Source: an optimization exercise on an open RTL-to-GDS flow (aim: small area, a short achievable clock period and few clock cycles per item). Production flows keep margins and buffers that such runs may drop.
RTL that was checked went through simulation tests only; none was proved equivalent to the original.

Setup of old:
==> flow/design.v <==
`default_nettype none
package mcmono_pkg;
    localparam int MAX_CHANNELS = 8;
    localparam int                 CFG_IDX_W    = 1;
    localparam int                 CFG_W        = 4;
    localparam int                 CFG_FMT_W    = 2;
    localparam int                 CFG_CH_W     = 4;
    localparam logic [CFG_IDX_W-1:0] CFG_FORMAT   = 1'd0;
    localparam logic [CFG_IDX_W-1:0] CFG_CHANNELS = 1'd1;
    localparam logic [CFG_FMT_W-1:0] FMT_INT16   = 2'd0;
    localparam logic [CFG_FMT_W-1:0] FMT_FLOAT32 = 2'd1;
    localparam logic [CFG_FMT_W-1:0] FMT_RESET   = FMT_FLOAT32;
    localparam logic [CFG_CH_W-1:0]  CH_RESET    = 4'd2;
    localparam int CH_W   = $clog2(MAX_CHANNELS + 1);
    localparam int POS_W  = (MAX_CHANNELS > 1) ? $clog2(MAX_CHANNELS) : 1;
    localparam int SUM_W  = 36;
    localparam int MAG_W  = SUM_W - 1;
    localparam int MUL_W  = 24 + $clog2(MAX_CHANNELS);
    localparam int PROD_W = MUL_W + 15;
    localparam int NUM_W  = MUL_W + 17;
    localparam int DIV_W  = 16 + $clog2(MAX_CHANNELS);
    localparam int CNT_W  = $clog2(DIV_W);
    localparam int FIFO_DEPTH = 2;
    localparam logic [14:0]        PCM_SCALE = 15'd32767;
    localparam logic signed [15:0] PCM_MAX   = 16'sh7FFF;
    localparam logic signed [15:0] PCM_MIN   = 16'sh8000;
    typedef struct packed {
        logic signed [SUM_W-1:0] sum;
        logic                    zero;
        logic                    is_int;
        logic [CH_W-1:0]         ch;
        logic                    pkt_end;
    } t_frame;
endpackage
`default_nettype wire
`default_nettype none
module multichannel_to_mono_pcm16_unit (
    input  wire         i_clk,
    input  wire         i_rst_n,
    input  wire         i_cfg_we,
    input  wire [0:0]   i_cfg_index,
    input  wire [3:0]   i_cfg_data,
    input  wire         i_in_valid,
    output logic        o_in_ready,
    input  wire  [31:0] i_sample_bits,
    input  wire         i_silent,
    input  wire         i_packet_last,
    output logic        o_out_valid,
    input  wire         i_out_ready,
    output logic signed [15:0] o_mono_sample,
    output logic        o_packet_end
);
    logic       r_int;       
    logic       r_bad;       
    logic [2:0] r_nm1;       
    logic       r_ready;
    logic [2:0] r_pos;
    logic       r_fsil;
    logic       r_fpend;
    logic [1:0] r_count;     
    logic       accept;
    logic       last;
    logic       commit;
    logic       xfer;
    assign accept = i_rst_n && i_in_valid && r_ready;
    assign last   = (r_pos == r_nm1);
    assign commit = accept && last;
    assign xfer   = i_rst_n && o_out_valid && i_out_ready;
    logic [7:0]  e;
    logic        f_big;
    logic        f_inr;
    logic [4:0]  f_sh;
    logic [30:0] f_shv;
    logic [31:0] f_mag;
    logic [31:0] i_val;
    assign e     = i_sample_bits[30:23];
    assign f_big = (e >= 8'd134) && !((e == 8'hFF) && (i_sample_bits[22:0] != 23'd0));
    assign f_inr = (e >= 8'd103) && (e <= 8'd133);
    assign f_sh  = 5'd5 - e[4:0];                        
    assign f_shv = {1'b1, i_sample_bits[22:0], 7'b0} >> f_sh;
    assign f_mag = f_big ? 32'h8000_0000 : (f_inr ? {1'b0, f_shv} : 32'd0);
    assign i_val = {{7{i_sample_bits[15]}}, i_sample_bits[15:0], 9'b0};
    logic [31:0] v_op;
    logic        v_inv;
    logic        v_ext;
    logic        v_first;
    logic        v_last;
    logic        v_zero;
    logic        v_pend;
    logic [2:0]  v_nm1;
    always_ff @(posedge i_clk) begin
        v_op    <= accept ? (r_int ? i_val : f_mag) : 32'd0;
        v_inv   <= accept && !r_int && i_sample_bits[31];
        v_ext   <= accept && (r_int ? i_sample_bits[15] : i_sample_bits[31]);
        v_first <= accept && (r_pos == 3'd0);
        v_last  <= commit;
        v_zero  <= r_fsil || i_silent || r_bad;
        v_pend  <= r_fpend || i_packet_last;
        v_nm1   <= r_nm1;
    end
    logic [35:0] r_acc;
    logic [35:0] sum;
    logic [35:0] addend;
    logic        s_neg;
    logic [10:0] s_hx;
    logic        s_sat;
    assign addend = {{4{v_ext}}, v_op ^ {32{v_inv}}};
    assign sum    = (v_first ? 36'd0 : r_acc) + addend + {35'd0, v_inv};
    assign s_neg  = sum[35];
    assign s_hx   = sum[34:24] ^ {11{s_neg}};
    assign s_sat  = (s_hx[10:3] != 8'd0) || (s_hx[2:0] > v_nm1);
    always_ff @(posedge i_clk) begin
        r_acc <= sum;
    end
    logic        p_valid;
    logic [27:0] p_a;            
    logic        p_neg;
    logic        p_sat;
    logic        p_zero;
    logic        p_pend;
    logic [2:0]  p_nm1;
    logic        p_move;
    always_ff @(posedge i_clk) begin
        if (v_last) begin
            p_a    <= sum[27:0];
            p_neg  <= s_neg;
            p_sat  <= s_sat;
            p_zero <= v_zero;
            p_pend <= v_pend;
            p_nm1  <= v_nm1;
        end
    end
    logic [12:0] t_hi;
    logic [28:0] w;
    logic [19:0] x;
    logic [18:0] xs;
    logic [1:0]  p_k;
    logic        p_d1;
    logic [1:0]  p_dsel;         
    logic        fast;
    logic [15:0] fast_q;
    logic        xsgn;
    assign t_hi = {4'd0, p_a[8:0]} + {1'b0, {1'b0, p_nm1} + 4'd1, 8'd0};
    assign w    = {1'b0, t_hi, 15'd0} + {~p_a[27], ~p_a} + {28'd0, !p_neg};
    assign x    = {p_a[27], p_a[27:9]} + {{15{w[28]}}, w[28:24]};
    always_comb begin
        case (p_nm1)
            3'd1, 3'd5: p_k = 2'd1;
            3'd3:       p_k = 2'd2;
            3'd7:       p_k = 2'd3;
            default:    p_k = 2'd0;
        endcase
        case (p_nm1)
            3'd0, 3'd1, 3'd3, 3'd7: p_d1 = 1'b1;
            default:                p_d1 = 1'b0;
        endcase
        case (p_nm1)
            3'd4:    p_dsel = 2'd1;
            3'd6:    p_dsel = 2'd2;
            default: p_dsel = 2'd0;
        endcase
    end
    assign xs     = $signed(x[18:0]) >>> p_k;
    assign xsgn   = xs[18];
    assign fast   = p_zero || p_sat || p_d1;
    assign fast_q = p_zero ? 16'd0 :
                    p_sat  ? (p_neg ? 16'h8001 : 16'h7FFF) :
                             xs[15:0];
    logic        o_valid;
    logic        o_busy;
    logic [14:0] o_sh;
    logic        o_sign;
    logic        o_pend;
    logic [2:0]  o_rem;
    logic [1:0]  o_dsel;
    logic [2:0]  o_cnt;
    logic        out_take;
    assign out_take = !o_busy && (!o_valid || i_out_ready);
    assign p_move   = p_valid && out_take;
    logic [2:0] dv;
    logic [3:0] t0, t1, t2;
    logic [2:0] r1, r2, r3;
    logic       q0, q1, q2;
    always_comb begin
        case (o_dsel)
            2'd1:    dv = 3'd5;
            2'd2:    dv = 3'd7;
            default: dv = 3'd3;
        endcase
        t0 = {o_rem, o_sh[14]};
        q0 = (t0 >= {1'b0, dv});
        r1 = q0 ? 3'(t0 - {1'b0, dv}) : t0[2:0];
        t1 = {r1, o_sh[13]};
        q1 = (t1 >= {1'b0, dv});
        r2 = q1 ? 3'(t1 - {1'b0, dv}) : t1[2:0];
        t2 = {r2, o_sh[12]};
        q2 = (t2 >= {1'b0, dv});
        r3 = q2 ? 3'(t2 - {1'b0, dv}) : t2[2:0];
    end
    always_ff @(posedge i_clk) begin
        if (!i_rst_n) begin
            o_valid <= 1'b0;
            o_busy  <= 1'b0;
        end else if (p_move) begin
            o_pend <= p_pend;
            o_sign <= fast ? fast_q[15] : xsgn;
            if (fast) begin
                o_sh    <= fast_q[14:0];
                o_valid <= 1'b1;
                o_busy  <= 1'b0;
            end else begin
                o_sh    <= xs[14:0] ^ {15{xsgn}};
                o_rem   <= xs[17:15] ^ {3{xsgn}};
                o_dsel  <= p_dsel;
                o_cnt   <= 3'd4;
                o_valid <= 1'b0;
                o_busy  <= 1'b1;
            end
        end else if (o_busy) begin
            o_sh  <= {o_sh[11:0], {q0, q1, q2} ^ {3{o_sign}}};
            o_rem <= r3;
            o_cnt <= o_cnt - 3'd1;
            if (o_cnt == 3'd0) begin
                o_busy  <= 1'b0;
                o_valid <= 1'b1;
            end
        end else if (i_out_ready) begin
            o_valid <= 1'b0;
        end
    end
    assign o_out_valid   = o_valid;
    assign o_mono_sample = {o_sign, o_sh};
    assign o_packet_end  = o_pend;
    logic [2:0] pos_n;
    logic [2:0] nm1_n;
    logic [1:0] count_n;
    logic       int_n;
    logic       bad_n;
    always_comb begin
        int_n = r_int;
        bad_n = r_bad;
        nm1_n = r_nm1;
        pos_n = r_pos;
        if (i_cfg_we) begin
            if (i_cfg_index == 1'b0) begin
                int_n = (i_cfg_data[1:0] == 2'd0);
                bad_n = i_cfg_data[1];
            end else begin
                nm1_n = (i_cfg_data == 4'd0) ? 3'd0 :
                        (i_cfg_data > 4'd8)  ? 3'd7 : 3'(i_cfg_data - 4'd1);
            end
            pos_n = 3'd0;
        end else if (accept) begin
            pos_n = last ? 3'd0 : r_pos + 3'd1;
        end
        count_n = r_count + {1'b0, commit} - {1'b0, xfer};
    end
    always_ff @(posedge i_clk) begin
        if (!i_rst_n) begin
            r_int   <= 1'b0;
            r_bad   <= 1'b0;
            r_nm1   <= 3'd1;
            r_pos   <= 3'd0;
            r_fsil  <= 1'b0;
            r_fpend <= 1'b0;
            r_count <= 2'd0;
            r_ready <= 1'b1;
            p_valid <= 1'b0;
        end else begin
            r_int   <= int_n;
            r_bad   <= bad_n;
            r_nm1   <= nm1_n;
            r_pos   <= pos_n;
            r_count <= count_n;
            r_ready <= (count_n < 2'd2) || (pos_n != nm1_n);
            if (i_cfg_we || (accept && last)) begin
                r_fsil  <= 1'b0;
                r_fpend <= 1'b0;
            end else if (accept) begin
                r_fsil  <= r_fsil || i_silent;
                r_fpend <= r_fpend || i_packet_last;
            end
            if (v_last) begin
                p_valid <= 1'b1;
            end else if (p_move) begin
                p_valid <= 1'b0;
            end
        end
    end
    assign o_in_ready = r_ready;
endmodule
`default_nettype wire
==> flow/config.mk <==
export PLATFORM = sky130hd
export DESIGN_NAME = multichannel_to_mono_pcm16_unit
export DESIGN_NICKNAME = multichannel_to_mono_pcm16_unit
export VERILOG_FILES = /design/flow/design.v
export SDC_FILE = /design/flow/constraint.sdc
export NUM_CORES = 4
export LEC_CHECK = 0
export CAP_MARGIN = 20
export CORE_MARGIN = 2
export CORE_UTILIZATION = 40
export SLEW_MARGIN = 20
==> flow/constraint.sdc <==
create_clock -name core_clock -period 10.0 [get_ports {i_clk}]
set_input_delay 2.0000 -clock core_clock [delete_from_list [all_inputs] [get_ports {i_clk}]]
set_output_delay 2.0000 -clock core_clock [all_outputs]
set_load 0.01 [all_outputs]
run.sh (not shown) runs the stock make flow with config.mk's settings and CLKGATE_MAP_FILE= SYNTH_SCRIPT=/design/flow/synth_recipe.tcl, a recipe that flattens the netlist after the stock synthesis.
[inputs] new vs old
--- a/flow/design.v
+++ b/flow/design.v
@@ -102,18 +102,18 @@
     logic [35:0] sum;
     logic [35:0] addend;
     logic        s_neg;
-    logic [10:0] s_hx;
+    logic [34:0] s_u;
     logic        s_sat;
     assign addend = {{4{v_ext}}, v_op ^ {32{v_inv}}};
     assign sum    = (v_first ? 36'd0 : r_acc) + addend + {35'd0, v_inv};
     assign s_neg  = sum[35];
-    assign s_hx   = sum[34:24] ^ {11{s_neg}};
-    assign s_sat  = (s_hx[10:3] != 8'd0) || (s_hx[2:0] > v_nm1);
+    assign s_u    = sum[34:0] ^ {35{s_neg}};
+    assign s_sat  = (s_u[34:27] != 8'd0) || (s_u[26:24] > v_nm1);
     always_ff @(posedge i_clk) begin
         r_acc <= sum;
     end
     logic        p_valid;
-    logic [27:0] p_a;            
+    logic [27:0] p_u;
     logic        p_neg;
     logic        p_sat;
     logic        p_zero;
@@ -122,7 +122,7 @@
     logic        p_move;
     always_ff @(posedge i_clk) begin
         if (v_last) begin
-            p_a    <= sum[27:0];
+            p_u    <= s_u[27:0];
             p_neg  <= s_neg;
             p_sat  <= s_sat;
             p_zero <= v_zero;
@@ -130,19 +130,21 @@
             p_nm1  <= v_nm1;
         end
     end
-    logic [12:0] t_hi;
-    logic [28:0] w;
-    logic [19:0] x;
-    logic [18:0] xs;
+    logic [3:0]  p_n;
+    logic [43:0] y;
+    logic [18:0] x;
+    logic [17:0] xs;
     logic [1:0]  p_k;
     logic        p_d1;
     logic [1:0]  p_dsel;         
+    logic        zero_eff;
+    logic        neg_eff;
     logic        fast;
-    logic [15:0] fast_q;
-    logic        xsgn;
-    assign t_hi = {4'd0, p_a[8:0]} + {1'b0, {1'b0, p_nm1} + 4'd1, 8'd0};
-    assign w    = {1'b0, t_hi, 15'd0} + {~p_a[27], ~p_a} + {28'd0, !p_neg};
-    assign x    = {p_a[27], p_a[27:9]} + {{15{w[28]}}, w[28:24]};
+    logic [14:0] fast_q;
+    assign p_n = {1'b0, p_nm1} + 4'd1;
+    assign y = ({16'd0, p_u} << 15) - {16'd0, p_u}
+             + (p_neg ? (44'd32767 - ({40'd0, p_n} << 23)) : ({40'd0, p_n} << 23));
+    assign x = y[42:24];
     always_comb begin
         case (p_nm1)
             3'd1, 3'd5: p_k = 2'd1;
@@ -160,12 +162,13 @@
             default: p_dsel = 2'd0;
         endcase
     end
-    assign xs     = $signed(x[18:0]) >>> p_k;
-    assign xsgn   = xs[18];
-    assign fast   = p_zero || p_sat || p_d1;
-    assign fast_q = p_zero ? 16'd0 :
-                    p_sat  ? (p_neg ? 16'h8001 : 16'h7FFF) :
-                             xs[15:0];
+    assign xs       = x[17:0] >> p_k;
+    assign zero_eff = p_zero || (y[43] && !p_sat);
+    assign neg_eff  = p_neg && !zero_eff;
+    assign fast     = zero_eff || p_sat || p_d1;
+    assign fast_q   = zero_eff ? 15'd0 :
+                      p_sat    ? (p_neg ? 15'd1 : 15'h7FFF) :
+                                 (xs[14:0] ^ {15{p_neg}});
     logic        o_valid;
     logic        o_busy;
     logic [14:0] o_sh;
@@ -203,14 +206,14 @@
             o_busy  <= 1'b0;
         end else if (p_move) begin
             o_pend <= p_pend;
-            o_sign <= fast ? fast_q[15] : xsgn;
+            o_sign <= neg_eff;
             if (fast) begin
-                o_sh    <= fast_q[14:0];
+                o_sh    <= fast_q;
                 o_valid <= 1'b1;
                 o_busy  <= 1'b0;
             end else begin
-                o_sh    <= xs[14:0] ^ {15{xsgn}};
-                o_rem   <= xs[17:15] ^ {3{xsgn}};
+                o_sh    <= xs[14:0];
+                o_rem   <= xs[17:15];
                 o_dsel  <= p_dsel;
                 o_cnt   <= 3'd4;
                 o_valid <= 1'b0;
## What came out
new completed end to end with timing, DRC and antenna clean.
Slew at the pin with the worst max-slew slack: old vs new — no meaningful difference
Compared with old, new shows a final wirelength that is about 12% higher.
Share of the core filled with cells in the final layout, old and new, lower one = new.
When new is set beside old, its count of clock-net buffers in the final layout turns out to be 2 larger.
Summary: with old as the reference, highest clock frequency the design can meet in new moved up by a few percent.
Summary — critical path depth, new relative to old: lower, by 3.
In new, the final area came out about 12% above the value in old.
Testbench counts of new, summed over its fixed seeds: cycles 14,010, frames 3,072.
No functional check of the RTL was part of old.

what the ideal ports hide:
How much do the figures lean on ideal ports? The routed layouts below were timed once more, with nothing changed but the port constraints.
Step 1 sets driving cells, clkbuf_16 on the clock port and buf_2 on the other inputs (assumed; they add their load-dependent delay and slew).
Step 2 also shifts input and output timing later by t, the mid clock arrival at the registers, as if the neighbouring blocks saw the same clock.
Slacks: ideal ports / drivers / drivers and shift; pairs: ideal ports / drivers.
run | t, ns | setup WS [ns] | hold slack, ns | latest minus earliest clock arrival (ns) | pins driven straight from the clock port
old | 0.466 | 3.964 / 3.964 / 3.964 | 0.392 / 0.392 / 0.392 | 0.013 / 0.013 | 1
new | 0.467 | 4.103 / 4.103 / 4.103 | 0.406 / 0.406 / 0.406 | 0.019 / 0.018 | 1
After both steps setup and hold are still met in every run listed.
